This design comes from an exercise in tuning for a short achievable clock period and few clock cycles per item on the open sky130 flow, not from production work. Where RTL was checked, it was by simulation tests only, not by an equivalence proof against the original. For runs 1 and 4, only the layout was checked, not whether the RTL still works. In runs 2 to 4 the design's own scripts or RTL, not TritonCTS, make the clock network. The flow treats the clock pin as an ideal source. Dropping or thinning the clock tree relies on that and would not hold on a real chip. Power figures rest on the tool's default switching activity, not on a simulated workload.

## design/flow/design.v

```verilog
module pu_sequencer #(
   parameter int WIDTH = 32,
   parameter int LEN   = 8,
   parameter int ROWS  = 4
) (
   input  logic                             clk,
   input  logic                             rst,
   input  logic                             wr_en,
   input  logic                             wr_sel,
   input  logic [$clog2(ROWS*LEN)-1:0]      wr_addr,
   input  logic [WIDTH-1:0]                 wr_data,
   input  logic                             start,
   output logic                             busy,
   output logic                             done,
   output logic                             pu_en,
   output logic [WIDTH-1:0]                 pu_x1, pu_x2, pu_x3, pu_x4,
   output logic [WIDTH-1:0]                 pu_w1, pu_w2, pu_w3, pu_w4,
   input  logic [WIDTH-1:0]                 pu_data,
   output logic                             out_valid,
   output logic [((ROWS > 1) ? $clog2(ROWS) : 1)-1:0] out_row,
   output logic [WIDTH-1:0]                 out_data
);
   localparam int AW  = $clog2(ROWS * LEN);
   localparam int NOP = ROWS * LEN / 4;       
   localparam int KW  = $clog2(NOP);          
   logic             wq_v    [1:NOP];
   logic             wq_sel  [1:NOP];
   logic [AW-1:0]    wq_addr [1:NOP];
   logic [WIDTH-1:0] wq_data [1:NOP];
   always_ff @(posedge clk) begin
      if (rst) begin
         for (int s = 1; s <= NOP; s++) wq_v[s] <= 1'b0;
      end else begin
         wq_v[1] <= wr_en && !busy;
         wq_v[2] <= wq_v[1];
         for (int s = 3; s <= NOP; s++) wq_v[s] <= wq_v[s-1] && wq_sel[s-1];
      end
   end
   always_ff @(posedge clk) begin
      wq_sel[1]  <= wr_sel;
      wq_addr[1] <= wr_addr;
      wq_data[1] <= wr_data;
      for (int s = 2; s <= NOP; s++) begin
         wq_sel[s]  <= wq_sel[s-1];
         wq_addr[s] <= wq_addr[s-1];
         wq_data[s] <= wq_data[s-1];
      end
   end
   logic [WIDTH-1:0] x_buf [LEN];
   logic [WIDTH-1:0] w_buf [ROWS*LEN];
   always_ff @(posedge clk) begin
      for (int k = 0; k < LEN; k++)
         if (wq_v[2] && !wq_sel[2] && wq_addr[2] == AW'(k)) x_buf[k] <= wq_data[2];
      for (int k = 0; k < ROWS * LEN; k++)
         if (wq_v[1 + k/4] && wq_sel[1 + k/4] && wq_addr[1 + k/4] == AW'(k))
            w_buf[k] <= wq_data[1 + k/4];
   end
   logic          s1, req, load;
   logic [KW-1:0] cnt;
   logic          s1_nx, req_nx, load_nx, busy_nx;
   logic [KW-1:0] cnt_nx;
   always_comb begin
      s1_nx   = start && !busy;
      req_nx  = s1 || (req && !load);
      cnt_nx  = (load || cnt != '0) ? cnt + 1'b1 : '0;
      load_nx = req_nx && cnt_nx == '0;
      busy_nx = (req_nx && s1_nx && cnt_nx == '0) ||
                ((req_nx || s1_nx) && cnt_nx != '0 && cnt_nx != KW'(NOP - 1));
   end
   always_ff @(posedge clk) begin
      if (rst) begin
         s1   <= 1'b0;
         req  <= 1'b0;
         cnt  <= '0;
         load <= 1'b0;
         busy <= 1'b0;
      end else begin
         s1   <= s1_nx;
         req  <= req_nx;
         cnt  <= cnt_nx;
         load <= load_nx;
         busy <= busy_nx;
      end
   end
   logic [NOP-1:0]   slot_oh;                 
   logic [WIDTH-1:0] w_rd   [4];
   logic [WIDTH-1:0] w_rd_nx [4];
   logic [WIDTH-1:0] x_hold [4];
   logic             rd_v, ld2;
   logic [KW-1:0]    rd_k, op_k;
   always_ff @(posedge clk) begin
      if (rst) slot_oh <= NOP'(1);
      else if (load || cnt != '0) slot_oh <= {slot_oh[NOP-2:0], slot_oh[NOP-1]};
      else slot_oh <= NOP'(1);
   end
   always_comb begin
      for (int j = 0; j < 4; j++) begin
         w_rd_nx[j] = '0;
         for (int s = 0; s < NOP; s++)
            w_rd_nx[j] = w_rd_nx[j] | ({WIDTH{slot_oh[s]}} & w_buf[4 * s + j]);
      end
   end
   always_ff @(posedge clk) begin
      for (int j = 0; j < 4; j++) w_rd[j] <= w_rd_nx[j];
      rd_k  <= cnt;
      op_k  <= rd_k;
      pu_w1 <= w_rd[0];
      pu_w2 <= w_rd[1];
      pu_w3 <= w_rd[2];
      pu_w4 <= w_rd[3];
      if (ld2) begin
         pu_x1 <= x_buf[0];
         pu_x2 <= x_buf[1];
         pu_x3 <= x_buf[2];
         pu_x4 <= x_buf[3];
         for (int j = 0; j < 4; j++) x_hold[j] <= x_buf[4 + j];
      end else begin
         pu_x1 <= x_hold[0];
         pu_x2 <= x_hold[1];
         pu_x3 <= x_hold[2];
         pu_x4 <= x_hold[3];
         x_hold[0] <= pu_x1;
         x_hold[1] <= pu_x2;
         x_hold[2] <= pu_x3;
         x_hold[3] <= pu_x4;
      end
   end
   always_ff @(posedge clk) begin
      if (rst) begin
         rd_v  <= 1'b0;
         ld2   <= 1'b0;
         pu_en <= 1'b0;
      end else begin
         rd_v  <= load || cnt != '0;
         ld2   <= load;
         pu_en <= rd_v;
      end
   end
   localparam int HW = WIDTH / 2;
   localparam int HL = $clog2(HW);
   logic             p_v, q_v, a_v, last_v;
   logic [KW-1:0]    p_k, q_k, a_k;
   logic [WIDTH-1:0] pd_q, pd_prev;
   logic [HW:0]      sum_lo, sum_lo_nx;
   logic [HW-1:0]    hi_a, hi_b, sum_hi_nx;
   logic [HW-1:0] lg [HL+1];
   logic [HW-1:0] lp [HL+1];
   always_comb begin
      lg[0] = pd_q[HW-1:0] & pd_prev[HW-1:0];
      lp[0] = pd_q[HW-1:0] ^ pd_prev[HW-1:0];
      for (int l = 0; l < HL; l++)
         for (int i = 0; i < HW; i++)
            if (i >= (1 << l)) begin
               lg[l+1][i] = lg[l][i] | (lp[l][i] & lg[l][i - (1 << l)]);
               lp[l+1][i] = lp[l][i] & lp[l][i - (1 << l)];
            end else begin
               lg[l+1][i] = lg[l][i];
               lp[l+1][i] = lp[l][i];
            end
      sum_lo_nx[0] = lp[0][0];
      for (int i = 1; i < HW; i++) sum_lo_nx[i] = lp[0][i] ^ lg[HL][i-1];
      sum_lo_nx[HW] = lg[HL][HW-1];
   end
   logic [HW-1:0] hg [HL+1];
   logic [HW-1:0] hp [HL+1];
   logic [HW-1:0] hp0;
   always_comb begin
      hp0   = hi_a ^ hi_b;
      hg[0] = hi_a & hi_b;
      hp[0] = hp0;
      hg[0][0] = (hi_a[0] & hi_b[0]) | (hp0[0] & sum_lo[HW]);
      for (int l = 0; l < HL; l++)
         for (int i = 0; i < HW; i++)
            if (i >= (1 << l)) begin
               hg[l+1][i] = hg[l][i] | (hp[l][i] & hg[l][i - (1 << l)]);
               hp[l+1][i] = hp[l][i] & hp[l][i - (1 << l)];
            end else begin
               hg[l+1][i] = hg[l][i];
               hp[l+1][i] = hp[l][i];
            end
      sum_hi_nx[0] = hp0[0] ^ sum_lo[HW];
      for (int i = 1; i < HW; i++) sum_hi_nx[i] = hp0[i] ^ hg[HL][i-1];
   end
   always_ff @(posedge clk) begin
      pd_q     <= pu_data;
      pd_prev  <= pd_q;
      p_k      <= op_k;
      q_k      <= p_k;
      a_k      <= q_k;
      sum_lo   <= sum_lo_nx;
      hi_a     <= pd_q[WIDTH-1:HW];
      hi_b     <= pd_prev[WIDTH-1:HW];
      out_data <= {sum_hi_nx, sum_lo[HW-1:0]};
      out_row  <= a_k[KW-1:1];
   end
   always_ff @(posedge clk) begin
      if (rst) begin
         p_v       <= 1'b0;
         q_v       <= 1'b0;
         a_v       <= 1'b0;
         out_valid <= 1'b0;
         last_v    <= 1'b0;
         done      <= 1'b0;
      end else begin
         p_v       <= pu_en;
         q_v       <= p_v;
         a_v       <= q_v;
         out_valid <= a_v && a_k[0];
         last_v    <= a_v && a_k == KW'(NOP - 1);
         done      <= last_v;
      end
   end
endmodule
```

## design/flow/run.sh

```bash
#!/bin/bash
# synth_recipe.tcl (not shown) runs the flow's synth.tcl, then flattens the netlist and writes it again
# the make line also repeats each setting of config.mk as NAME=value (left out here)
make -C /OpenROAD-flow-scripts/flow DESIGN_CONFIG=/design/flow/config.mk WORK_HOME=/design/flow/orfs CLKGATE_MAP_FILE= SYNTH_SCRIPT=/design/flow/synth_recipe.tcl finish
```

## design/flow/config.mk

```make
export PLATFORM = sky130hd
export DESIGN_NAME = pu_sequencer
export DESIGN_NICKNAME = pu_sequencer
export VERILOG_FILES = /design/flow/design.v
export SDC_FILE = /design/flow/constraint.sdc
export NUM_CORES = 4
export LEC_CHECK = 0
export CAP_MARGIN = 20
export CORE_MARGIN = 2
export CORE_UTILIZATION = 55
export CTS_CLUSTER_DIAMETER = 80
export CTS_CLUSTER_SIZE = 30
export SETUP_SLACK_MARGIN = 3.2
export SLEW_MARGIN = 20
export TNS_END_PERCENT = 100
```

## design/flow/constraint.sdc

```tcl
create_clock -name core_clock -period 5.0 [get_ports {clk}]
set_input_delay 1.0000 -clock core_clock [delete_from_list [all_inputs] [get_ports {clk}]]
set_output_delay 1.0000 -clock core_clock [all_outputs]
set_load 0.01 [all_outputs]
```

==> run notes, run 1 <==
- The path length in cells of the critical path is 8.
- The die extent in y is 357 um.
- The largest vdd supply drop is about 0.34 mV.
- The largest delay contributor family on the critical path is adder cells.
- Clock latency on the worst-skew pair, taken at its later pin, is about 730 ps.
- Setup repair after global routing could not meet its margin everywhere.
- Entering global routing, the biggest net connects between 100 and 150 pins.
- The effective utilization at floorplan is 55.5%.
- Once detailed placement completed, the half-perimeter wirelength came to approximately 100 mm.
- The final weighted congestion of routability-driven global placement is around 0.84.
- The post-detailed-routing wire length is 192 mm.
- In this run switching power makes up 25.3% of total power.
- For this design the total switching power over the nets is about 9.9 mW.
- The worst setup path is launched from a flip-flop.
- The die is 357 um wide.
- The worst hold path begins at w_rd[1][10]$_DFF_P_.
- Data on the critical path arrives at its endpoint at about 3000 ps.
- For the finished layout, the period the worst path requires is between 2000 and 2500 ps.
- The synthesized netlist cell count is 3650.
- The post-route clock period utilization is 48.9%.
- The dominant cell type by count on the critical path is sky130_fd_sc_hd__fa_2.
- The die covers approximately 130000 um^2.
- The placement row count is around 130.
- The utilization after layout is 65.0%.
- The power per cell area is roughly 490 nW/um^2.
- The worst setup path is of the flip-flop to flip-flop kind.
- Dividing the detail-routed wire length by the instance count gives between 30 and 40 um.
- The sequential fraction of design power is approximately three fifths.
- The count of vias placed by the detailed router is ~36000.
- Clock tree synthesis inserted a total of 91 buffers.
- Following the worst setup path forward leads to its endpoint at out_data[30]$_DFF_P_.
- Counting flops with an async set or reset pin after synthesis yields a share of 0%.
- The worst path meets setup with 2560 ps of slack.
- The type of destination of the critical path is a flip-flop.
- Along the worst path, the maximum fanout reaches 2.
- The final count of negative-setup-slack endpoints is 0.
- The core region is roughly 120000 um^2.
- The post-place setup slack is approximately 2400 ps.
- For the final database, setup skew stands at approximately 42 ps.
- Global routing consumed, over all layers together, a little under 30% of the routing resources.
- After synthesis the netlist holds a flip-flop and latch count of ~2300.
- Of the cells placed in the final design, the portion with a size suffix greater than 1 is a little under 30%.
- The detailed-route DRC error count is 0.
- Counting every net in the synthesized netlist gives between 3000 and 4000.
- Counting flops with a built-in enable in the synthesized netlist gives 1280.
- Traced cell by cell, the critical path runs through fa_2 > fa_2 > a21oi_2 > nand4b_1 > a21o_1 > nand2_2 > o41a_1 > xor2_1.
- Clock-pin slew was measured on the worst setup and hold paths at about 110 ps.
- The stage delay of the slowest cell on the critical path is about 500 ps.
- The number of max-slew violations in the final report is 0.
- The first routing iteration left a little over 5000 violations.
- The netlist area before placement is about 70000 um^2.
- The number of buffers and inverters on the critical path is 0.
- Dividing the detail-routed via count by the number of cells gives about 6.2.
- For this run, the top clock speed supported by timing is 409 MHz.
- The final antenna-violating net count is 0.
- Clock tree synthesis found a total of about 2300 sinks.
- The signed area change from the synthesized netlist to the final layout is 17.3%.
- Buffers placed on the I/O ports in this run total roughly 370.
- The first-pass iteration count of the detailed router is 26.
- The relative contribution of combinational cells to total power is between 10% and 20%.
- For the worst setup path, the data required time is 5590 ps.
- In this run the tightest slew margin relative to its limit is ~28%.
- The cell type with the highest aggregate area in the netlist is sky130_fd_sc_hd__edfxtp_1.
- The actual transition at the worst max-transition pin is ~1100 ps.
- The via count of the first global-routing pass is 35800.
- For this design, the slowest cell found on the critical path is sky130_fd_sc_hd__fa_2.
- The first global-routing pass estimated approximately 260 mm of wire.
- The share of total power in the clock network is a little under a quarter.
- The initial antenna violation count is 8.
- The root buffer cell chosen for the clock tree is sky130_fd_sc_hd__clkbuf_16.
- The commonest cells after synthesis are sky130_fd_sc_hd__edfxtp_1, sky130_fd_sc_hd__dfxtp_1, sky130_fd_sc_hd__a22oi_1.
- The hold violation count in the final report is 0.
- The final net count is ~4300.
- The total congestion overflow is 0.
- For flop-to-flop paths, the worst setup slack is ~2600 ps.
- The total leakage power is 27.5 nW.
- The depth of the worst register-to-register path is 8.
- The worst hold path stage count is 0.
- The number of hold buffers added after CTS is 0.
- A synthesized cell averages 18.8 um^2.
- The startpoint identified for the worst register-to-register timing path is sum_lo[16]$_DFF_P_.
- The number of max-cap violations is 0.
- After synthesis, the netlist uses 59 different library cells.
- Summed over all failing endpoints, the final setup total negative slack is 0 ps.
- Counting along the longest clock path gives a buffer depth of 3.
- By area the synthesized netlist is led by sky130_fd_sc_hd__edfxtp_1, sky130_fd_sc_hd__dfxtp_1, sky130_fd_sc_hd__a22oi_1, sky130_fd_sc_hd__mux2_2, sky130_fd_sc_hd__nand4_1.
- The TritonCTS clock tree is yes.
- The synthesized design devotes to its leading area cell type between 50% and 60% of total area.
- Yosys printed 14 warnings.
- The share of synthesized area occupied by flip-flops and latches is a little over four fifths.
- The internal portion of the total power is between 20 and 30 mW.
- The flow ran to the end and the layout has no timing, DRC or antenna violations.
- The worst hold path belongs to the class flip-flop to flip-flop.
- In this run the number of H-tree levels came out at 3.
- The worst setup path startpoint is sum_lo[16]$_DFF_P_.
- The worst register-to-register path ends at out_data[30]$_DFF_P_.
- The most common flop cell mapped by yosys is sky130_fd_sc_hd__edfxtp_1.
- The cell with the most instances after synthesis is sky130_fd_sc_hd__edfxtp_1.
- The number of top-level pins is between 300 and 400.
## logic make-up (layout without fill, tap and decap cells)
group / Yosys count / count (layout) / share of synthesized area, %
flops: 2274 / 2274 / 85.0
other cells: 0 / 1 / 0
compound gates: 599 / 599 / 6.45
fa+ha+maj: 36 / 36 / 0.689
xor+xnor: 24 / 24 / 0.306
simple gates: 301 / 308 / 2.44
mux: 257 / 257 / 4.21
buf+inv: 159 / 736 / 0.915
## flip-flops by register name, indices dropped and copies added, names as in the netlist, 40 cells and up
name,cells
w_buf,1024
wq_data,256
wq_addr,40
x_hold,128
w_rd,128
x_buf,256
## area by class of cell
type | instances | area [um^2]
timing repair buffer | 554 | 6370
clock buffer | 147 | 2580
fill | 8393 | 43300
clock inverter | 22 | 275
sequential | 2274 | 58700
inverter | 13 | 51.3
antenna | 1 | 2.50
tap | 1637 | 2050
multi-input combinational | 1224 | 10500
## worst register-to-register path, delay by kind of cell, from the launching register on
kind | cells | cell delay, ps
adders and majority gates | 2 | 910
AOI/OAI and AO/OA | 3 | 660
DFF | 1 | 390
and+or+nand+nor | 2 | 230
xor gates and xnor gates | 1 | 140
## per-layer routing
layer / vias up / GRT usage [%] / share of wire, %
met3: 303 / 4.68 / 9.4
met1: 18600 / 40.6 / 39
met5: - / 0 / 0
met4: 0 / 10.0 / 3.6
li1: 15100 / - / -
met2: 2153 / 48.1 / 48
## stage by stage
| step | area (um^2) | std cells | hold slack, ps | total power [mW] |
|---|---|---|---|---|
| after floorplan | 69100 | 3650 | 310 | 25.8 |
| after global placement | 74700 | 5561 | 311 | 29.3 |
| after detailed placement | 74800 | 5565 | 312 | 29.5 |
| after CTS | 79800 | 5848 | 323 | 39.1 |
| after global routing | 80500 | 5871 | 335 | 40.5 |
| final | 80500 | 5872 | 322 | 39.2 |
## cells in the final DEF, fill, tap and decap left out, types with 7 or more instances in the layout
| cell | instances |
|---|---|
| sky130_fd_sc_hd__edfxtp_1 | 1280 |
| sky130_fd_sc_hd__dfxtp_1 | 734 |
| sky130_fd_sc_hd__a22oi_1 | 512 |
| sky130_fd_sc_hd__mux2_2 | 256 |
| sky130_fd_sc_hd__buf_6 | 249 |
| sky130_fd_sc_hd__dfxtp_2 | 241 |
| sky130_fd_sc_hd__nand4_1 | 135 |
| sky130_fd_sc_hd__clkbuf_16 | 99 |
| sky130_fd_sc_hd__buf_4 | 82 |
| sky130_fd_sc_hd__clkdlybuf4s50_1 | 72 |
| sky130_fd_sc_hd__buf_2 | 62 |
| sky130_fd_sc_hd__buf_12 | 52 |
| sky130_fd_sc_hd__clkbuf_1 | 51 |
| sky130_fd_sc_hd__ha_1 | 28 |
| sky130_fd_sc_hd__nand2_1 | 27 |
| sky130_fd_sc_hd__a21oi_1 | 26 |
| sky130_fd_sc_hd__nor2_1 | 26 |
| sky130_fd_sc_hd__nor2_4 | 23 |
| sky130_fd_sc_hd__buf_16 | 22 |
| sky130_fd_sc_hd__dfxtp_4 | 19 |
| sky130_fd_sc_hd__xnor2_1 | 15 |
| sky130_fd_sc_hd__nor2b_1 | 14 |
| sky130_fd_sc_hd__nor3_4 | 12 |
| sky130_fd_sc_hd__a21o_1 | 11 |
| sky130_fd_sc_hd__inv_1 | 10 |
| sky130_fd_sc_hd__o21ai_0 | 9 |
| sky130_fd_sc_hd__xor2_1 | 9 |
| sky130_fd_sc_hd__and2_1 | 8 |
| sky130_fd_sc_hd__clkinv_8 | 8 |
| sky130_fd_sc_hd__and3_4 | 7 |
| sky130_fd_sc_hd__nor3_1 | 7 |
## power groups by stage
stage	clock (mW)	combinational, mW	sequential, mW
2_1_floorplan	0	2.29	23.5
3_3_place_gp	0	5.48	23.8
3_5_place_dp	0	5.59	23.9
4_1_cts	9.46	5.99	23.6
5_1_grt	10.1	6.53	23.8
6_report	9.34	6.18	23.6
## timing repair
action	4_1_cts	5_1_grt
gates resized for setup	1782	131
gates cloned	18	5
setup buffers	96	18
pin swaps	41	32
setup endpoints to repair	1855	926
## how the worst min path moves through the flow
stage                              endpoint  slack [ps]
after CTS                 pu_w2[10]$_DFF_P_         320
after detailed placement  pu_w4[15]$_DFF_P_         310
after global placement       a_k[1]$_DFF_P_         310
after floorplan              a_k[0]$_DFF_P_         310
final                     pu_w2[10]$_DFF_P_         320
after global routing      pu_w4[13]$_DFF_P_         340
==> run 2: changes to the inputs <==
--- a/design/flow/design.v
+++ b/design/flow/design.v
@@ -144,40 +144,34 @@
    logic [HW:0]      sum_lo, sum_lo_nx;
-   logic [HW-1:0]    hi_a, hi_b, sum_hi_nx;
-   logic [HW-1:0] lg [HL+1];
-   logic [HW-1:0] lp [HL+1];
+   logic [HW-1:0]    sum_h0, sum_h1, sum_h0_nx, sum_h1_nx;
+   logic [HW-1:0] ka [3];
+   logic [HW-1:0] kb [3];
+   logic [HW-1:0] kg [3][HL+1];
+   logic [HW-1:0] kp [3][HL+1];
+   logic [HW-1:0] kp0 [3];
+   logic [HW:0]   ks [3];
    always_comb begin
-      lg[0] = pd_q[HW-1:0] & pd_prev[HW-1:0];
-      lp[0] = pd_q[HW-1:0] ^ pd_prev[HW-1:0];
-      for (int l = 0; l < HL; l++)
-         for (int i = 0; i < HW; i++)
-            if (i >= (1 << l)) begin
-               lg[l+1][i] = lg[l][i] | (lp[l][i] & lg[l][i - (1 << l)]);
-               lp[l+1][i] = lp[l][i] & lp[l][i - (1 << l)];
-            end else begin
-               lg[l+1][i] = lg[l][i];
-               lp[l+1][i] = lp[l][i];
-            end
-      sum_lo_nx[0] = lp[0][0];
-      for (int i = 1; i < HW; i++) sum_lo_nx[i] = lp[0][i] ^ lg[HL][i-1];
-      sum_lo_nx[HW] = lg[HL][HW-1];
-   end
-   logic [HW-1:0] hg [HL+1];
-   logic [HW-1:0] hp [HL+1];
-   logic [HW-1:0] hp0;
-   always_comb begin
-      hp0   = hi_a ^ hi_b;
-      hg[0] = hi_a & hi_b;
-      hp[0] = hp0;
-      hg[0][0] = (hi_a[0] & hi_b[0]) | (hp0[0] & sum_lo[HW]);
-      for (int l = 0; l < HL; l++)
-         for (int i = 0; i < HW; i++)
-            if (i >= (1 << l)) begin
-               hg[l+1][i] = hg[l][i] | (hp[l][i] & hg[l][i - (1 << l)]);
-               hp[l+1][i] = hp[l][i] & hp[l][i - (1 << l)];
-            end else begin
-               hg[l+1][i] = hg[l][i];
-               hp[l+1][i] = hp[l][i];
-            end
-      sum_hi_nx[0] = hp0[0] ^ sum_lo[HW];
-      for (int i = 1; i < HW; i++) sum_hi_nx[i] = hp0[i] ^ hg[HL][i-1];
+      ka[0] = pd_q[HW-1:0];       kb[0] = pd_prev[HW-1:0];
+      ka[1] = pd_q[WIDTH-1:HW];   kb[1] = pd_prev[WIDTH-1:HW];
+      ka[2] = pd_q[WIDTH-1:HW];   kb[2] = pd_prev[WIDTH-1:HW];
+      for (int a = 0; a < 3; a++) begin
+         kp0[a]   = ka[a] ^ kb[a];
+         kg[a][0] = ka[a] & kb[a];
+         kp[a][0] = kp0[a];
+         if (a == 2) kg[a][0][0] = ka[a][0] | kb[a][0];
+         for (int l = 0; l < HL; l++)
+            for (int i = 0; i < HW; i++)
+               if (i >= (1 << l)) begin
+                  kg[a][l+1][i] = kg[a][l][i] | (kp[a][l][i] & kg[a][l][i - (1 << l)]);
+                  kp[a][l+1][i] = kp[a][l][i] & kp[a][l][i - (1 << l)];
+               end else begin
+                  kg[a][l+1][i] = kg[a][l][i];
+                  kp[a][l+1][i] = kp[a][l][i];
+               end
+         ks[a][0] = (a == 2) ? ~kp0[a][0] : kp0[a][0];
+         for (int i = 1; i < HW; i++) ks[a][i] = kp0[a][i] ^ kg[a][HL][i-1];
+         ks[a][HW] = kg[a][HL][HW-1];
+      end
+      sum_lo_nx = ks[0];
+      sum_h0_nx = ks[1][HW-1:0];
+      sum_h1_nx = ks[2][HW-1:0];
    end
@@ -190,5 +184,5 @@
       sum_lo   <= sum_lo_nx;
-      hi_a     <= pd_q[WIDTH-1:HW];
-      hi_b     <= pd_prev[WIDTH-1:HW];
-      out_data <= {sum_hi_nx, sum_lo[HW-1:0]};
+      sum_h0   <= sum_h0_nx;
+      sum_h1   <= sum_h1_nx;
+      out_data <= {sum_lo[HW] ? sum_h1 : sum_h0, sum_lo[HW-1:0]};
       out_row  <= a_k[KW-1:1];
==> design/flow/flow/run.sh (new file) <==
#!/bin/bash
# Standard ORFS layout, with one change to the clock tree after CTS: the
# buffers that TritonCTS puts above its leaf buffers are replaced by four
# root buffers driven by the clock port directly (flow/clktree.tcl). Every
# other step is the standard flow (standard.sh). Each tool's output
# goes to a log of its own in this folder.
set -euo pipefail
here=$(pwd)
bash standard.sh cts > std_cts.log 2>&1
RES=$here/orfs/results/$FLOW_PLATFORM/pu_sequencer/base \
   openroad -no_init -exit flow/clktree.tcl > clktree.log 2>&1
bash standard.sh finish > std_finish.log 2>&1
==> design/flow/flow/clktree.tcl (new file) <==
set res $::env(RES)
set nroot 4
set leafmax 22
if {[info exists ::env(NROOT)]} { set nroot $::env(NROOT) }
if {[info exists ::env(LEAF)]} { set leafmax $::env(LEAF) }
read_db $res/4_cts.odb
set db [ord::get_db]
set block [ord::get_db_block]
set clk_net [[$block findBTerm clk] getNet]

proc out_net {inst} {
   foreach it [$inst getITerms] { if {[$it isOutputSignal]} { return [$it getNet] } }
   return "NULL"
}
proc is_clkbuf {inst} { return [string match "sky130_fd_sc_hd__clkbuf_*" [[$inst getMaster] getName]] }

# walk the clock tree from the port: collect its buffers and its sinks
set frontier [list $clk_net]
set bufs {}
set sinks {}
while {[llength $frontier]} {
   set net [lindex $frontier 0]
   set frontier [lrange $frontier 1 end]
   foreach it [$net getITerms] {
      if {![$it isInputSignal]} continue
      set inst [$it getInst]
      if {[is_clkbuf $inst]} {
         lappend bufs $inst
         set on [out_net $inst]
         if {$on ne "NULL"} { lappend frontier $on }
      } else {
         lappend sinks $it
      }
   }
}
set n [llength $sinks]
puts "old clock tree: [llength $bufs] buffers, $n sinks"

# sink positions (pin centres)
set px {}; set py {}
foreach it $sinks {
   set b [[$it getInst] getBBox]
   lappend px [expr {([$b xMin] + [$b xMax]) / 2.0}]
   lappend py [expr {([$b yMin] + [$b yMax]) / 2.0}]
}

# recursive bisection into k groups; returns a list of index lists
proc bisect {idx k} {
   global px py
   if {$k <= 1} { return [list $idx] }
   set xs {}; set ys {}
   foreach i $idx { lappend xs [lindex $px $i]; lappend ys [lindex $py $i] }
   set w [expr {[tcl::mathfunc::max {*}$xs] - [tcl::mathfunc::min {*}$xs]}]
   set h [expr {[tcl::mathfunc::max {*}$ys] - [tcl::mathfunc::min {*}$ys]}]
   set pl {}
   foreach i $idx {
      lappend pl [list $i [expr {$w >= $h ? [lindex $px $i] : [lindex $py $i]}]]
   }
   set pl [lsort -real -index 1 $pl]
   set k1 [expr {$k / 2}]
   set n1 [expr {int(round(double([llength $idx]) * $k1 / $k))}]
   set a {}; set b {}
   set j 0
   foreach e $pl { if {$j < $n1} { lappend a [lindex $e 0] } else { lappend b [lindex $e 0] }; incr j }
   return [concat [bisect $a $k1] [bisect $b [expr {$k - $k1}]]]
}

set nleaf [expr {($n + $leafmax - 1) / $leafmax}]
if {$nleaf < $nroot} { set nleaf $nroot }
# split into root regions first, then each region into its leaf groups
set all {}
for {set i 0} {$i < $n} {incr i} { lappend all $i }
set regions [bisect $all $nroot]

# remove the old tree
foreach inst $bufs {
   set on [out_net $inst]
   odb::dbInst_destroy $inst
   if {$on ne "NULL"} { odb::dbNet_destroy $on }
}
foreach it $sinks { $it disconnect }

set master [$db findMaster sky130_fd_sc_hd__clkbuf_16]
proc centroid {idx} {
   global px py
   set sx 0.0; set sy 0.0
   foreach i $idx { set sx [expr {$sx + [lindex $px $i]}]; set sy [expr {$sy + [lindex $py $i]}] }
   return [list [expr {int($sx / [llength $idx])}] [expr {int($sy / [llength $idx])}]]
}
proc add_buf {name loc in_net} {
   global block master
   set inst [odb::dbInst_create $block $master $name]
   set net [odb::dbNet_create $block "${name}_net"]
   $net setSigType CLOCK
   [$inst findITerm A] connect $in_net
   [$inst findITerm X] connect $net
   $inst setLocation {*}$loc
   $inst setPlacementStatus PLACED
   return $net
}
set li 0
set r 0
foreach reg $regions {
   set k [expr {int(round(double($nleaf) * [llength $reg] / $n))}]
   if {$k < 1} { set k 1 }
   set groups [bisect $reg $k]
   # root at the centroid of its leaf buffers
   set cs {}
   foreach g $groups { lappend cs [centroid $g] }
   set sx 0; set sy 0
   foreach c $cs { incr sx [lindex $c 0]; incr sy [lindex $c 1] }
   set rnet [add_buf "clkroot_$r" [list [expr {$sx / [llength $cs]}] [expr {$sy / [llength $cs]}]] $clk_net]
   set sizes {}
   foreach g $groups c $cs {
      set lnet [add_buf "clkleaf_$li" $c $rnet]
      foreach i $g { [lindex $sinks $i] connect $lnet }
      lappend sizes [llength $g]
      incr li
   }
   puts "root $r: [llength $groups] leaf buffers, flip-flops per leaf: $sizes"
   incr r
}
puts "new clock tree: $r root buffers, $li leaf buffers; clock port drives [llength [$clk_net getITerms]] cell pins"
detailed_placement
check_placement
write_db $res/4_cts.odb
==> design/flow/standard.sh (new file) <==
#!/bin/bash
# synth_recipe.tcl (not shown) runs the flow's synth.tcl, then flattens the netlist and writes it again
# the make line also repeats each setting of config.mk as NAME=value (left out here)
make -C /OpenROAD-flow-scripts/flow DESIGN_CONFIG=/design/flow/config.mk WORK_HOME=/design/flow/orfs CLKGATE_MAP_FILE= SYNTH_SCRIPT=/design/flow/synth_recipe.tcl "${@:-finish}"
removed: design/flow/run.sh
==> run 2 against run 1 <==
Effect of this change:
- critical path depth down 7
- worst hold slack got worse by 33 ps
- worst setup slack improved by 340 ps
- routed wire length increased by 0.13%
- register-to-register slack gained 490 ps
- clock skew shrank 1.2 ps
- power rose by 1.7%
- synthesized area rose by 1.2%
- sequential power is essentially flat
- critical path type is now flip-flop to output port
- largest cell class unchanged
==> run notes, run 2 <==
- Of the total synthesized cell area, the portion taken by XOR and XNOR cells is less than 1%.
- Buffers inserted to repair hold after CTS numbered 0.
- The final critical path time including I/O delays and setup is 2110 ps.
- The clock sink count is 2290.
- The critical register-to-register path endpoint is sum_h0[14]$_DFF_P_.
- The start-to-end type of the worst setup path is flip-flop to output port.
- Of the synthesized area, sequential elements account for approximately 84%.
- The number of max-slew violations in the final report is 0.
- Counting every net in the synthesized netlist gives slightly below 4000.
- The actual transition at the worst max-transition pin is 1020 ps.
- For the final database, setup skew stands at ~40 ps.
- The total power consumption of the routed design is approximately 40 mW.
- The first global-routing pass estimated 262 mm of wire.
- A synthesized cell averages around 19 um^2.
- Global routing consumed, on the met2 layer, 47.3% of the routing resources.
- The total congestion overflow is 0.
- The total placed cells including tap cells is 5650.
- The iteration-0 DRC count of the detailed router is 4641.
- The wire-length estimate of the detail-placed layout is between 100 and 150 mm.
- The core area is around 130000 um^2.
- The library cell used most frequently in the layout, excluding fill and tap cells, is sky130_fd_sc_hd__edfxtp_1.
- The detailed-route DRC error count is 0.
- The startpoint identified for the worst register-to-register timing path is pd_q[16]$_DFF_P_.
- The met1 capacity usage during global routing is between 30% and 40%.
- The largest delay contributor family on the critical path is flip-flops.
- The cell area that synthesis handed to floorplanning was 69500 um^2.
- The largest register by flop count is w_buf.
- The most used flip-flop cell after synthesis is sky130_fd_sc_hd__edfxtp_1.
- The number of enable-type register cells in the synthesized netlist is roughly 1300.
- The post-route netlist has between 30% and 40% of its cells at a drive strength greater than 1.
- The hold violation count in the final report came to 0.
- The die is about 360 um wide.
- The die area is ~130000 um^2.
- After global routing, the most crowded layer is met2.
- The final count of negative-setup-slack endpoints is 0.
- The placement row count is 130.
- The clock edge transition at the registers on the reported setup and hold paths is 120 ps.
- Derived from the worst setup path, the maximum achievable clock frequency is 475 MHz.
- The initial antenna violation count is 8.
- The count of distinct cell types in the synthesized netlist is between 50 and 60.
- The hold-critical path endpoint is pu_w2[25]$_DFF_P_.
- The maximum fanout count along the critical path is 2.
- Measured in cells, the most critical reg-to-reg path has a length of 8.
- The relative slew slack is about a third.
- Cells fill roughly two thirds of the core in the end.
- The register bit total from synthesis is 2290.
- The cell with the most instances after synthesis is sky130_fd_sc_hd__edfxtp_1.
- Timing analysis after detailed placement gives a worst setup slack of 2420 ps.
- In the final layout, the registers with the most flip-flops are w_buf x1024, wq_data x256, x_buf x256.
- The critical path goes through buf_6.
- The via count of the first global-routing pass came to ~35000.
- Counting every instance in the synthesized netlist gives 3729.
- The largest vdd supply drop is ~0.46 mV.
- The startpoint identified for the worst hold timing path is w_rd[1][25]$_DFF_P_.
- The total global-route track usage is around 28%.
- The ratio of routed vias to standard cells is 6.07.
- The run finished with no timing, DRC or antenna violations.
- After Yosys synthesis, full adders, half adders and majority gates account for less than 1% of the synthesized area.
- The number of warnings reported in the yosys synthesis log is 16.
- In this run the worst hold path is classified as flip-flop to flip-flop.
- Setup repair after global routing could not meet its margin everywhere.
- The count of vias placed by the detailed router is 36200.
- The final weighted congestion of routability-driven global placement is around 0.81.
- The flip-flop count of the largest register after layout is slightly above 1000.
- STA classifies the critical path startpoint as a flip-flop.
- The initial utilization of the core area, before any placement, comes to about 55%.
- The first detailed-routing pass took 6 iterations.
- The multi-input combinational cells in the finished layout cover a total of approximately 11000 um^2.
- The type of destination of the critical path is an output port.
- The flop-to-flop setup slack is slightly above 3000 ps.
- The detailed-route wire length per cell is approximately 32 um.
- The aggregate negative setup slack is 0 ps.
- The post-synthesis share of cell area spent on and, or, nand and nor gates is 2.46%.
- The largest single stage delay on the critical path is 370 ps.
- The synthesized design devotes to its leading area cell type a little under three fifths of total area.
- Sorting the synthesized cells by area gives the leading types as sky130_fd_sc_hd__edfxtp_1, sky130_fd_sc_hd__dfxtp_1, sky130_fd_sc_hd__a22oi_1, sky130_fd_sc_hd__mux2_2, sky130_fd_sc_hd__nand4_1.
- For the worst setup path, the data arrival time is about 1100 ps.
- The fraction of the mapped netlist area in compound gates is under 10%.
- The largest total area in the synthesized netlist belongs to sky130_fd_sc_hd__edfxtp_1.
- The largest family of logic cells by synthesized area is compound AO/OA/AOI/OAI gates.
- For the worst-skew pair, the clock arrives at the later sink with an insertion delay of roughly 630 ps.
- The number of filler cells placed in the layout is roughly 8500.
- The post-detailed-routing wire length is ~190 mm.
- Sorting the synthesized cells by how often they occur yields sky130_fd_sc_hd__edfxtp_1, sky130_fd_sc_hd__dfxtp_1, sky130_fd_sc_hd__a22oi_1.
- The critical path's slowest cell is sky130_fd_sc_hd__dfxtp_2.
- The power per cell area is roughly 480 nW/um^2.
- The worst setup slack after layout is between 2000 and 3000 ps.
- The die is approximately 360 um tall.
- The total leakage power is between 20 and 30 nW.
- For this run, asynchronously set or reset flops after synthesis account for 0%.
- The maximum number of pins on one net before global-route repair is 93.
- For this design the top-level I/O count stands at 368.
- The number of standard cells in the final layout excluding fillers is approximately 6000.
- The top cell types in the final layout, fill and taps aside, are sky130_fd_sc_hd__edfxtp_1, sky130_fd_sc_hd__dfxtp_1, sky130_fd_sc_hd__a22oi_1.
- Max-cap violations in this run came to 0.
- The worst hold path was traced through 0 stages.
- The final net count is between 4000 and 5000.
- The signed area change from the synthesized netlist to the final layout is 18.6%.
- The post-route clock period utilization is a little over two fifths.
- Registers take about 59000 um^2.
- Together, buffers and inverters on the worst path number 1.
- The number of port buffers is roughly 370.
- Once detail routing completed, the nets flagged for antenna violations numbered 0.
- Global routing consumed, on the met3 layer, around 4.4% of the routing resources.
- The multiplexer share of the synthesized area is about 4.4%.
- The required time at the endpoint of the critical path is approximately 4000 ps.
==> run 2: changes by cell type in the layout (fill, tap and decap cells not counted), moves of 14 or more <==
cell	delta
sky130_fd_sc_hd__clkbuf_16	+27
sky130_fd_sc_hd__buf_12	+21
sky130_fd_sc_hd__mux2_2	+16
sky130_fd_sc_hd__clkbuf_1	-51
sky130_fd_sc_hd__ha_1	-14
sky130_fd_sc_hd__buf_6	+17
sky130_fd_sc_hd__dfxtp_2	+25
==> run 2: layer usage <==
layer	part of all wire [%]	wire, um
met3	9.0	17400
met4	3.7	7050
met2	48	92400
met5	0.015	29
met1	39	75400
==> run 2: worst max path at each step <==
stage	startpoint	to	slack (ps)	cells after the start
5_1_grt	pu_x2[15]$_DFF_P_	pu_x2[15]	2850	1
2_1_floorplan	wq_addr[1][3]$_DFF_P_	w_buf[2][0]$_DFFE_PP_	2830	2
3_5_place_dp	wq_addr[7][3]$_DFF_P_	w_buf[25][1]$_DFFE_PP_	2420	6
6_report	pu_x2[15]$_DFF_P_	pu_x2[15]	2890	1
3_3_place_gp	wq_addr[7][3]$_DFF_P_	w_buf[25][1]$_DFFE_PP_	2430	6
4_1_cts	pu_x2[14]$_DFF_P_	pu_x2[14]	2710	1
==> run 2: kinds of logic (layout without fill, tap and decap cells) <==
logic type,count (synthesis),after routing
DFF,2290,2290
AOI/OAI and AO/OA,605,605
and+or+nand+nor,305,309
muxes,273,273
buffers and inverters,176,752
xor gates and xnor gates,42,42
adders and majority gates,38,38
other,0,1
==> run 2: area by class of cell <==
type                    count  share of cell area [%]
repair buffers            594                    8.50
inverters                  18                  0.0851
multi-input cells        1267                    13.5
diodes                      1                 0.00304
well taps                1650                    2.51
plain buffers             111                    3.37
clock inverters            29                   0.413
flip-flops and latches   2290                    71.7
==> run 2: power by group <==
part / internal (mW) / total (mW) / switching (mW)
Sequential: 22.3 / 23.7 / 1.39
Combinational: 3.50 / 6.37 / 2.87
Clock: 4.09 / 9.72 / 5.63
Total: 29.9 / 39.8 / 9.90
==> run 2: through the flow <==
step	area, um^2	hold slack, ps
after global routing	82400	299
after detailed placement	75600	312
after CTS	80700	322
final	82400	289
after global placement	75600	311
after floorplan	69900	310
==> run 2: timing repair <==
action / in CTS / in global routing
setup buffers: 96 / 45
pin swaps: 56 / 34
cloned: 12 / 16
endpoints found under the setup margin: 1751 / 1053
endpoints found under the hold margin: 0 / 0
resized for setup: 1814 / 182
Testbench counts of run 2, summed over its fixed seeds: cycles 10,344, items 1,200.
==> run 3: changes to the inputs <==
--- a/design/flow/flow/clktree.tcl
+++ b/design/flow/flow/clktree.tcl
@@ -2,3 +2,3 @@
 set nroot 4
-set leafmax 22
+set leafmax 24
 if {[info exists ::env(NROOT)]} { set nroot $::env(NROOT) }
@@ -20,2 +20,3 @@
 set sinks {}
+set dummies {}
 while {[llength $frontier]} {
@@ -30,2 +31,6 @@
          if {$on ne "NULL"} { lappend frontier $on }
+      } elseif {[out_net $inst] eq "NULL" && ![$inst isBlock] && [llength [[$inst getMaster] getName]] &&
+                ![string match "*df*" [[$inst getMaster] getName]]} {
+         # a dummy load that CTS added for balancing
+         lappend dummies $inst
       } else {
@@ -36,3 +41,3 @@
 set n [llength $sinks]
-puts "old clock tree: [llength $bufs] buffers, $n sinks"
+puts "old clock tree: [llength $bufs] buffers, [llength $dummies] dummy loads, $n sinks"
 
@@ -67,5 +72,2 @@
 
-set nleaf [expr {($n + $leafmax - 1) / $leafmax}]
-if {$nleaf < $nroot} { set nleaf $nroot }
-# split into root regions first, then each region into its leaf groups
 set all {}
@@ -73,3 +75,4 @@
 set regions [bisect $all $nroot]
-
+set nleaf [expr {($n + $leafmax - 1) / $leafmax}]
+if {$nleaf < $nroot} { set nleaf $nroot }
 # remove the old tree
@@ -80,2 +83,3 @@
 }
+foreach inst $dummies { odb::dbInst_destroy $inst }
 foreach it $sinks { $it disconnect }
==> run 3 against run 2 <==
Effect of this change:
- flip-flop and latch count stayed put
- core utilization is 0.64 points lower
- design area is 0.97% lower
- global-route usage is 0.080 points lower
- combinational power hardly changed
- die area stayed put
- critical path depth stayed put
- synthesized cell count stayed put
- critical endpoint is now pu_x2[14]
- highest routed layer unchanged
==> run notes, run 3 <==
- The library cell used most frequently in the layout, excluding fill and tap cells, is sky130_fd_sc_hd__edfxtp_1.
- The relative slew slack is about 33%.
- The source-to-sink clock delay at the later pin of the worst-skew pair is ~600 ps.
- Counting both buffers and inverters, the worst setup path holds a total of 1.
- The type of element launching the critical path is a flip-flop.
- In this run the power spent charging and discharging nets is between 9 and 10 mW.
- In this run, synthesis inferred 1280 flip-flops with an integrated enable.
- The total global-route track usage is between 20 and 30%.
- The hold violation count in the final report is 0.
- The number of warnings reported in the yosys synthesis log is 16.
- The commonest cells after synthesis are sky130_fd_sc_hd__edfxtp_1, sky130_fd_sc_hd__dfxtp_1, sky130_fd_sc_hd__a22oi_1.
- The most common flop cell mapped by yosys is sky130_fd_sc_hd__edfxtp_1.
- The number of max-cap violations is 0.
- The aggregate negative setup slack is 0 ps.
- Clock-pin slew was measured on the worst setup and hold paths at ~90 ps.
- The register bit total from synthesis is approximately 2300.
- The type of destination of the critical path is an output port.
- The via count of the first global-routing pass came to around 35000.
- From left edge to right edge, the die measures ~360 um.
- The detailed-route wire length per cell is 32.4 um.
- The iteration-0 DRC count of the detailed router is about 4800.
- The largest register by flop count is w_buf.
- Across the VDD grid, the largest voltage drop is 0.422 mV.
- The utilization after layout is between 60% and 70%.
- Cell internal power was estimated by the tool at approximately 30 mW.
- The die area is 129000 um^2.
- In the final layout, the registers with the most flip-flops are w_buf x1024, wq_data x256, x_buf x256.
- The netlist area before placement is around 70000 um^2.
- The signal on the critical path passes through buf_6.
- The average size of a mapped cell is about 19 um^2.
- In this run the remaining antenna-violating nets after routing total 0.
- By area the synthesized netlist is led by sky130_fd_sc_hd__edfxtp_1, sky130_fd_sc_hd__dfxtp_1, sky130_fd_sc_hd__a22oi_1, sky130_fd_sc_hd__mux2_2, sky130_fd_sc_hd__nand4_1.
- Summed over all instances, the cell type with the most area after synthesis is sky130_fd_sc_hd__edfxtp_1.
- The initial antenna violation count is 9.
- The initial utilization of the core area, before any placement, comes to 55.4%.
- The maximum clock skew at final layout is 14.9 ps.
- STA puts the critical path data required time at about 4000 ps.
- The core area is 125000 um^2.
- The tightest hold path in the finished design has a slack of between 300 and 400 ps.
- Timing would allow up to roughly 480 MHz.
- The run finished with no timing, DRC or antenna violations.
- The synthesized netlist net count is between 3000 and 4000.
- Once routing completed, OpenROAD measured the worst setup slack at between 2000 and 3000 ps.
- The start-to-end type of the worst setup path is flip-flop to output port.
- The share of final-layout standard cells stronger than drive strength 1 is a little over 30%.
- Leaving out fill and tap cells, the most frequent cells in the layout are sky130_fd_sc_hd__edfxtp_1, sky130_fd_sc_hd__dfxtp_1, sky130_fd_sc_hd__a22oi_1.
- Summed over all cells, the static leakage comes to around 28 nW.
- During placement, the flow inserted port buffers numbering between 300 and 400.
- Global routing finished with a remaining overflow of 0.
- The critical path arrival is about 1100 ps.
- The flip-flop count of the largest register after layout is roughly 1000.
- The net count of the finished layout is 4372.
- The worst hold path begins at w_rd[2][8]$_DFF_P_.
- The pre-antenna-repair detailed-routing pass consisted of 5 iterations.
- Using the TritonRoute via totals, the vias-per-cell ratio works out to a little over 6.
- The critical path starts at pu_x2[14]$_DFF_P_.
- The clock sink count is about 2300.
- The share of total power dissipated in sequential elements is about three fifths.
- At the pin with the least slew margin, the transition time is roughly 1000 ps.
- The first global-routing pass estimated between 200 and 300 mm of wire.
- The final critical path time including I/O delays and setup is between 2000 and 2500 ps.
- Setup violations remaining at the end of the flow were counted as 0.
- The total half-perimeter wirelength after legalization and detailed placement is 101 mm.
- The critical path's slowest cell is sky130_fd_sc_hd__dfxtp_4.
- The share of synthesized area occupied by flip-flops and latches is approximately 84%.
- The post-place setup slack is 2420 ps.
- At the end of routability-driven placement, the weighted congestion stood at 0.809.
- Counting flops with an async set or reset pin after synthesis yields a share of 0%.
- Combinational cells account for ~16% of the total power.
- From bottom edge to top edge, the die measures roughly 360 um.
- Setup repair after global routing could not meet its margin everywhere.
- The cell with the most instances after synthesis is sky130_fd_sc_hd__edfxtp_1.
- The synthesized netlist contains 55 unique library cells.
- The post-route clock period utilization is approximately two fifths.
- The synthesized netlist cell count is between 3000 and 4000.
- For this design the ratio of total power to cell area is 476 nW/um^2.
- Of all nets on the critical path, the largest fanout is 2.
- Entering global routing, the biggest net connects 93 pins.
- The number of max-slew violations in the final report came to 0.
- After filler insertion, the fill cell instance count of the layout stands at between 8000 and 9000.
- After detailed routing, the number of remaining DRC violations is 0.
- The startpoint identified for the worst register-to-register timing path is pd_q[16]$_DFF_P_.
- The number of hold buffers added after CTS is 0.
- Of the total power, the share spent switching nets is approximately a quarter.
- The largest delay contributor family on the critical path is flip-flops.
- After detailed routing, the total wire length is ~190 mm.
- The floorplan has between 100 and 150 rows.
- The routed layout has between 30000 and 40000 vias.
- The clock network is responsible for a little under a quarter of the overall power.
- The worst min-delay path class is flip-flop to flip-flop.
- The signed area change from the synthesized netlist to the final layout is 17.5%.
- In this design, the stage delay of the slowest critical-path cell is approximately 370 ps.
- Summed over its instances, the top area cell type makes up 55.3% of the synthesized netlist area.
- The number of top-level pins is roughly 370.
run 3: cell count changes in the layout (fill, tap and decap cells not counted), sizes merged:
cell | previous run | this run
clkinv | 10 | 0
bufinv | 2 | 0
diode | 1 | 2
inv | 35 | 18
buf | 505 | 497
clkbuf | 126 | 112
run 3: layer usage:
layer | global-route usage [%] | share of wire [%] | vias up
met5 | 0 | 0.012 | -
met4 | 8.31 | 3.5 | 4
met3 | 4.49 | 9.1 | 321
met2 | 47.3 | 48 | 1911
met1 | 38.9 | 39 | 18600
li1 | - | - | 15300
run 3: kinds of logic after synthesis:
logic type	count (synthesis)	synth area share (%)
flip-flops	2290	84.5
AO/OA/AOI/OAI	605	6.43
AND/OR/NAND/NOR	305	2.46
multiplexers	273	4.42
buffers and inverters	176	0.984
XOR/XNOR	42	0.530
adder cells (fa/ha/maj)	38	0.717
run 3: layout make-up:
| cell class | instances | area [um^2] | share of cell area (%) |
|---|---|---|---|
| flip-flops and latches | 2290 | 59000 | 72.4 |
| multi-input cells | 1267 | 11100 | 13.6 |
| repair buffers | 583 | 6830 | 8.37 |
| plain buffers | 100 | 2500 | 3.07 |
| well taps | 1650 | 2060 | 2.53 |
| inverters | 18 | 67.6 | 0.0828 |
| diodes | 2 | 5.00 | 0.00613 |
run 3: power by group through the flow:
| stage | Clock (mW) | Sequential [mW] | Combinational (mW) |
|---|---|---|---|
| finish | 8.78 | 23.7 | 6.35 |
| global route | 9.47 | 24.0 | 6.71 |
| CTS | 9.83 | 23.7 | 6.23 |
| detailed placement | 0 | 24.0 | 5.79 |
| global placement | 0 | 23.9 | 5.75 |
| floorplan | 0 | 23.7 | 2.40 |
run 3: metrics by stage:
step,power (mW),std cells,cell area [um^2]
finish,38.9,5910,81600
global route,40.1,5908,81600
CTS,39.8,5934,80700
detailed placement,29.8,5650,75600
global placement,29.7,5650,75600
floorplan,26.1,3729,69900
run 3: final timing paths:
check	end	slack (ps)	cells after the start
max	pu_x2[14]	2920	1
min	pu_w3[8]$_DFF_P_	330	0
max reg2reg	sum_h1[12]$_DFF_P_	3060	9
min reg2reg	pu_w3[8]$_DFF_P_	330	0
run 3: timing repair:
item                                     CTS  global route
gates resized for setup                 1814           180
endpoints found under the hold margin      0             0
endpoints found under the setup margin  1751          1031
pin swaps                                 56            32
buffers inserted                          96            35
cloned                                    12            15
==> run 4: changes to the inputs <==
--- a/design/flow/design.v
+++ b/design/flow/design.v
@@ -34,4 +34,3 @@
          wq_v[1] <= wr_en && !busy;
-         wq_v[2] <= wq_v[1];
-         for (int s = 3; s <= NOP; s++) wq_v[s] <= wq_v[s-1] && wq_sel[s-1];
+         for (int s = 2; s <= NOP; s++) wq_v[s] <= wq_v[s-1] && wq_sel[s-1];
       end
@@ -52,3 +51,3 @@
       for (int k = 0; k < LEN; k++)
-         if (wq_v[2] && !wq_sel[2] && wq_addr[2] == AW'(k)) x_buf[k] <= wq_data[2];
+         if (wq_v[1] && !wq_sel[1] && wq_addr[1] == AW'(k)) x_buf[k] <= wq_data[1];
       for (int k = 0; k < ROWS * LEN; k++)
@@ -85,7 +84,5 @@
    logic [NOP-1:0]   slot_oh;                 
-   logic [WIDTH-1:0] w_rd   [4];
    logic [WIDTH-1:0] w_rd_nx [4];
-   logic [WIDTH-1:0] x_hold [4];
-   logic             rd_v, ld2;
-   logic [KW-1:0]    rd_k, op_k;
+   logic [WIDTH-1:0] x_hold  [4];
+   logic [KW-1:0]    op_k;
    always_ff @(posedge clk) begin
@@ -103,10 +100,8 @@
    always_ff @(posedge clk) begin
-      for (int j = 0; j < 4; j++) w_rd[j] <= w_rd_nx[j];
-      rd_k  <= cnt;
-      op_k  <= rd_k;
-      pu_w1 <= w_rd[0];
-      pu_w2 <= w_rd[1];
-      pu_w3 <= w_rd[2];
-      pu_w4 <= w_rd[3];
-      if (ld2) begin
+      op_k  <= cnt;
+      pu_w1 <= w_rd_nx[0];
+      pu_w2 <= w_rd_nx[1];
+      pu_w3 <= w_rd_nx[2];
+      pu_w4 <= w_rd_nx[3];
+      if (load) begin
          pu_x1 <= x_buf[0];
@@ -128,11 +123,4 @@
    always_ff @(posedge clk) begin
-      if (rst) begin
-         rd_v  <= 1'b0;
-         ld2   <= 1'b0;
-         pu_en <= 1'b0;
-      end else begin
-         rd_v  <= load || cnt != '0;
-         ld2   <= load;
-         pu_en <= rd_v;
-      end
+      if (rst) pu_en <= 1'b0;
+      else     pu_en <= load || cnt != '0;
    end
--- a/design/flow/flow/clktree.tcl
+++ b/design/flow/flow/clktree.tcl
@@ -2,3 +2,3 @@
 set nroot 4
-set leafmax 24
+set leafmax 22
 if {[info exists ::env(NROOT)]} { set nroot $::env(NROOT) }
@@ -20,3 +20,2 @@
 set sinks {}
-set dummies {}
 while {[llength $frontier]} {
@@ -31,6 +30,2 @@
          if {$on ne "NULL"} { lappend frontier $on }
-      } elseif {[out_net $inst] eq "NULL" && ![$inst isBlock] && [llength [[$inst getMaster] getName]] &&
-                ![string match "*df*" [[$inst getMaster] getName]]} {
-         # a dummy load that CTS added for balancing
-         lappend dummies $inst
       } else {
@@ -41,3 +36,3 @@
 set n [llength $sinks]
-puts "old clock tree: [llength $bufs] buffers, [llength $dummies] dummy loads, $n sinks"
+puts "old clock tree: [llength $bufs] buffers, $n sinks"
 
@@ -72,2 +67,5 @@
 
+set nleaf [expr {($n + $leafmax - 1) / $leafmax}]
+if {$nleaf < $nroot} { set nleaf $nroot }
+# split into root regions first, then each region into its leaf groups
 set all {}
@@ -75,4 +73,3 @@
 set regions [bisect $all $nroot]
-set nleaf [expr {($n + $leafmax - 1) / $leafmax}]
-if {$nleaf < $nroot} { set nleaf $nroot }
+
 # remove the old tree
@@ -83,3 +80,2 @@
 }
-foreach inst $dummies { odb::dbInst_destroy $inst }
 foreach it $sinks { $it disconnect }
==> run 4 against run 3 <==
Effect of this change:
- still clean on timing, DRC and antenna
- synthesized cell count shrank 3.2%
- synthesized area decreased by 3.8%
- register-to-register slack worse by 80 ps
- core utilization increased by 0.91 points
- clock skew is 27 ps higher
- cell count is 2.2% lower
- worst setup slack got worse by 56 ps
- sequential share of layout area fell by 1.2 points
- design area decreased by 2.7%
- routed wire length up 0.93%
- critical path type unchanged
- largest power group unchanged
==> run notes, run 4 <==
- The power per cell area is around 420 nW/um^2.
- After synthesis, the share of flip-flops with an asynchronous set or reset is 0%.
- After global routing the overflow that remains totals 0.
- The register with the most flip-flops in the final layout is w_buf.
- The source-to-sink clock delay at the later pin of the worst-skew pair is ~620 ps.
- The share of synthesized area occupied by flip-flops and latches is a little over four fifths.
- The setup path with the least slack is of type flip-flop to output port.
- From bottom edge to top edge, the die measures 353 um.
- Broken down by cell family, the worst path's largest delay share belongs to flip-flops.
- Of the cells placed in the final design, the portion with a size suffix greater than 1 is approximately a third.
- The placement row count is 127.
- For the pin with the worst max-slew slack, the measured transition is about 1100 ps.
- The final count of negative-setup-slack endpoints is 0.
- The worst setup slack after layout is roughly 2900 ps.
- A synthesized cell averages about 19 um^2.
- The relative slew slack is between 20% and 30%.
- Clock-pin slew was measured on the worst setup and hold paths at around 110 ps.
- Summing the areas of all compound-gate instances in the mapped netlist gives under 10% of the synthesized area.
- In this run the cell area of the synthesized design comes to 66800 um^2.
- The top-area cell type share of the netlist area is 57.5%.
- Counting instances in the post-synthesis netlist gives the leading cell types as sky130_fd_sc_hd__edfxtp_1, sky130_fd_sc_hd__dfxtp_1, sky130_fd_sc_hd__a22oi_1.
- The effective utilization at floorplan is a little under three fifths.
- In this run, distinct cell masters in the synthesized netlist total 54.
- Pin placement for this block handled around 370 I/O pins.
- The core region is ~120000 um^2.
- The number of filler cells placed in the layout is roughly 8000.
- In the synthesized netlist, mux cells make up approximately 4.6% of the area.
- Static timing analysis puts the maximum clock frequency at 468 MHz.
- The cell with the most instances after synthesis is sky130_fd_sc_hd__edfxtp_1.
- The total global-route track usage is between 20% and 30%.
- The detailed-route wire length per cell is between 30 and 40 um.
- Leaving out fill and tap cells, the most frequent cell in the layout is sky130_fd_sc_hd__edfxtp_1.
- The via count of the first global-routing pass is between 30000 and 40000.
- Detailed placement ended at an HPWL of 102 mm.
- The area taken by flip-flops and latches is between 50000 and 60000 um^2.
- The aggregate negative setup slack is 0 ps.
- STA puts the critical path data arrival time at approximately 1100 ps.
- The min-delay analysis places its worst path in the category flip-flop to flip-flop.
- The initial antenna violation count is 7.
- The analysis attributes to cell leakage a power of 27.0 nW.
- The synthesized netlist devotes under 10% of its cell area to simple gates.
- The stage delay of the slowest cell on the critical path is 410 ps.
- The final antenna-violating net count is 0.
- The required time at the endpoint of the critical path is approximately 4000 ps.
- Setup repair after global routing could not meet its margin everywhere.
- The synthesized netlist net count is 3720.
- The congestion estimate from routability-driven global placement came to around 0.85.
- The number of port buffers is ~370.
- The area share of xor/xnor cells in the synthesized design is 0.485%.
- The detailed-route DRC error count is 0.
- For this run, the number of Yosys warnings is 15.
- The synthesized design contains 1280 enable-type register cells.
- The count of vias placed by the detailed router is roughly 36000.
- The maximum number of pins on one net before global-route repair is approximately 110.
- The most common flop cell mapped by yosys is sky130_fd_sc_hd__edfxtp_1.
- The footprint of the multi-input gates is roughly 11000 um^2.
- In the post-synthesis netlist, the biggest area contributors are sky130_fd_sc_hd__edfxtp_1, sky130_fd_sc_hd__dfxtp_1, sky130_fd_sc_hd__a22oi_1, sky130_fd_sc_hd__mux2_2, sky130_fd_sc_hd__nand4_1.
- The number of max-cap violations is 0.
- The post-route clock period utilization is 42.7%.
- The signal on the critical path passes through buf_6.
- The largest vdd supply drop is 0.426 mV.
- Summing the areas of all fa, ha and maj instances in the mapped netlist gives less than 1% of the synthesized area.
- The type of destination of the critical path is an output port.
- The die area is 124000 um^2.
- The die width is approximately 350 um.
- The register with the most flip-flops in the layout has slightly above 1000 of them.
- The largest registers in the layout are w_buf x1024, wq_data x256, x_buf x256.
- In the layout the commonest cells are sky130_fd_sc_hd__edfxtp_1, sky130_fd_sc_hd__dfxtp_1, sky130_fd_sc_hd__a22oi_1.
- The type of element launching the critical path is a flip-flop.
- Along the worst path, the maximum fanout reaches 1.
- The largest family of logic cells by synthesized area is compound AO/OA/AOI/OAI gates.
- The cell count after synthesis came out at 3609.
- The number of max-slew violations in the final report was 0.
- The flow ran to the end and the layout has no timing, DRC or antenna violations.
- The post-detailed-routing wire length is ~190 mm.
- The final net count is ~4300.
- The hold violation count in the final report is 0.
- The iteration-0 DRC count of the detailed router is approximately 5000.
- Clock skew on the completed layout was measured at between 40 and 50 ps.
- The worst path in the final design needs a cycle of 2140 ps, including I/O delays and setup.
- Counting both buffers and inverters, the worst setup path holds a total of 1.
- The wire length of the first global-routing pass is about 260 mm.
- The cell type with the highest aggregate area in the netlist is sky130_fd_sc_hd__edfxtp_1.
- The first-pass iteration count of the detailed router is 6.
- At the placement stage, the worst setup path has a slack of around 2300 ps.
- The tree built by TritonCTS fans out to about 2200 sinks.
- The critical path's slowest cell is sky130_fd_sc_hd__dfxtp_4.
- After detailed routing, the number of vias per cell comes to ~6.2.
- The register bit total from synthesis is ~2200.
- The signed area change from the synthesized netlist to the final layout is 18.8%.
## run 4: cell count changes after synthesis, sizes merged, moves of 6 or more
cell | previous run | this run
a21o | 14 | 5
a21oi | 32 | 39
buf | 19 | 41
clkbuf | 139 | 115
dfxtp | 1010 | 877
nand2 | 36 | 47
nor2b | 13 | 7
o21ai | 15 | 28
xnor2 | 28 | 22
## run 4: layout make-up
| type | count | area share (%) |
|---|---|---|
| repair buffers | 580 | 8.80 |
| well taps | 1612 | 2.54 |
| flip-flops and latches | 2157 | 71.1 |
| clock inverters | 19 | 0.287 |
| plain buffers | 104 | 3.28 |
| multi-input cells | 1286 | 13.9 |
| diodes | 4 | 0.0126 |
| inverters | 17 | 0.0852 |
## run 4: layer usage
metal / up-vias / GRT usage [%] / wire [um]
met5: - / 0 / 0
met4: 0 / 9.01 / 7330
met3: 357 / 4.33 / 17000
met2: 2072 / 50.3 / 95400
met1: 18500 / 39.8 / 73800
li1: 15000 / - / -
## run 4: path summary, 6_finish.rpt
path                          start                   to  slack, ps  depth (start not counted)
setup / recovery  pu_w1[29]$_DFF_P_            pu_w1[29]       2860                          1
hold / removal    sum_lo[3]$_DFF_P_  out_data[3]$_DFF_P_        320                          0
setup reg to reg    pd_q[0]$_DFF_P_   sum_lo[12]$_DFF_P_       2980                          8
hold reg to reg   sum_lo[3]$_DFF_P_  out_data[3]$_DFF_P_        320                          0
## run 4: cells by family (layout without fill, tap and decap cells)
family,after synthesis,count (layout)
compound gates,619,619
xor+xnor,37,37
fa+ha+maj,38,38
buf+inv,173,720
flops,2157,2157
mux,272,272
other cells,0,4
simple gates,313,320
## run 4: report_power, final
group | switching (mW) | internal, mW | total (mW)
clock network | 5.19 | 3.81 | 9.00
registers | 0.860 | 20.1 | 21.0
logic | 1.42 | 1.96 | 3.38
total | 7.47 | 25.9 | 33.4
## run 4: stage by stage
step / power, mW / cells / hold WS [ps] / area, um^2 / utilization (%)
floorplan: 22.3 / 3609 / 310 / 67200 / -
global placement: 24.2 / 5488 / 311 / 72800 / 60.5
detailed placement: 24.4 / 5490 / 312 / 72800 / 60.6
CTS: 33.2 / 5757 / 333 / 77700 / 64.6
global route: 34.4 / 5775 / 332 / 79300 / 66.0
finish: 33.4 / 5779 / 316 / 79300 / 66.0
## run 4: repair_timing
| item | 4_1_cts | 5_1_grt |
|---|---|---|
| hold buffers | 0 | 0 |
| cloned | 16 | 18 |
| buffers inserted | 93 | 35 |
| gates resized for setup | 1889 | 166 |
| pin swaps | 41 | 43 |
| setup endpoints to repair | 1806 | 1052 |

[afterwards: timing with drivers on the ports]
How much do the figures lean on ideal ports? The routed layouts below were timed once more, with nothing changed but the port constraints. Step 1, drivers: a clkbuf_16 drives clk and a buf_2 each remaining input, both assumed. Step 2, shift: input delay + t, output delay - t, t = (earliest + latest rising clock arrival at the registers) / 2. This alone moves slack from input paths to output paths. Three values: ideal, step 1, step 2; two values: the first two.
run | shift t [ns] | setup WS [ns] | hold WS [ns] | slew at the worst register clock pin (ns) | pins driven straight from the clock port
run 1 | 0.784 | 2.555 / 2.555 / 2.555 | 0.322 / 0.322 / 0.322 | 0.12 / 0.12 | 1
run 2 | 0.779 | 2.895 / 2.731 / 2.740 | 0.289 / 0.289 / 0.289 | 0.13 / 0.13 | 4
run 3 | 0.752 | 2.920 / 2.754 / 2.760 | 0.325 / 0.325 / 0.325 | 0.10 / 0.10 | 4
run 4 | 0.757 | 2.864 / 2.702 / 2.751 | 0.316 / 0.316 / 0.316 | 0.12 / 0.12 | 4
After both steps setup and hold are still met in every run listed. For run 3, which loses most, drivers alone change the setup slack by -0.166 ns; drivers and shift together by -0.160 ns.
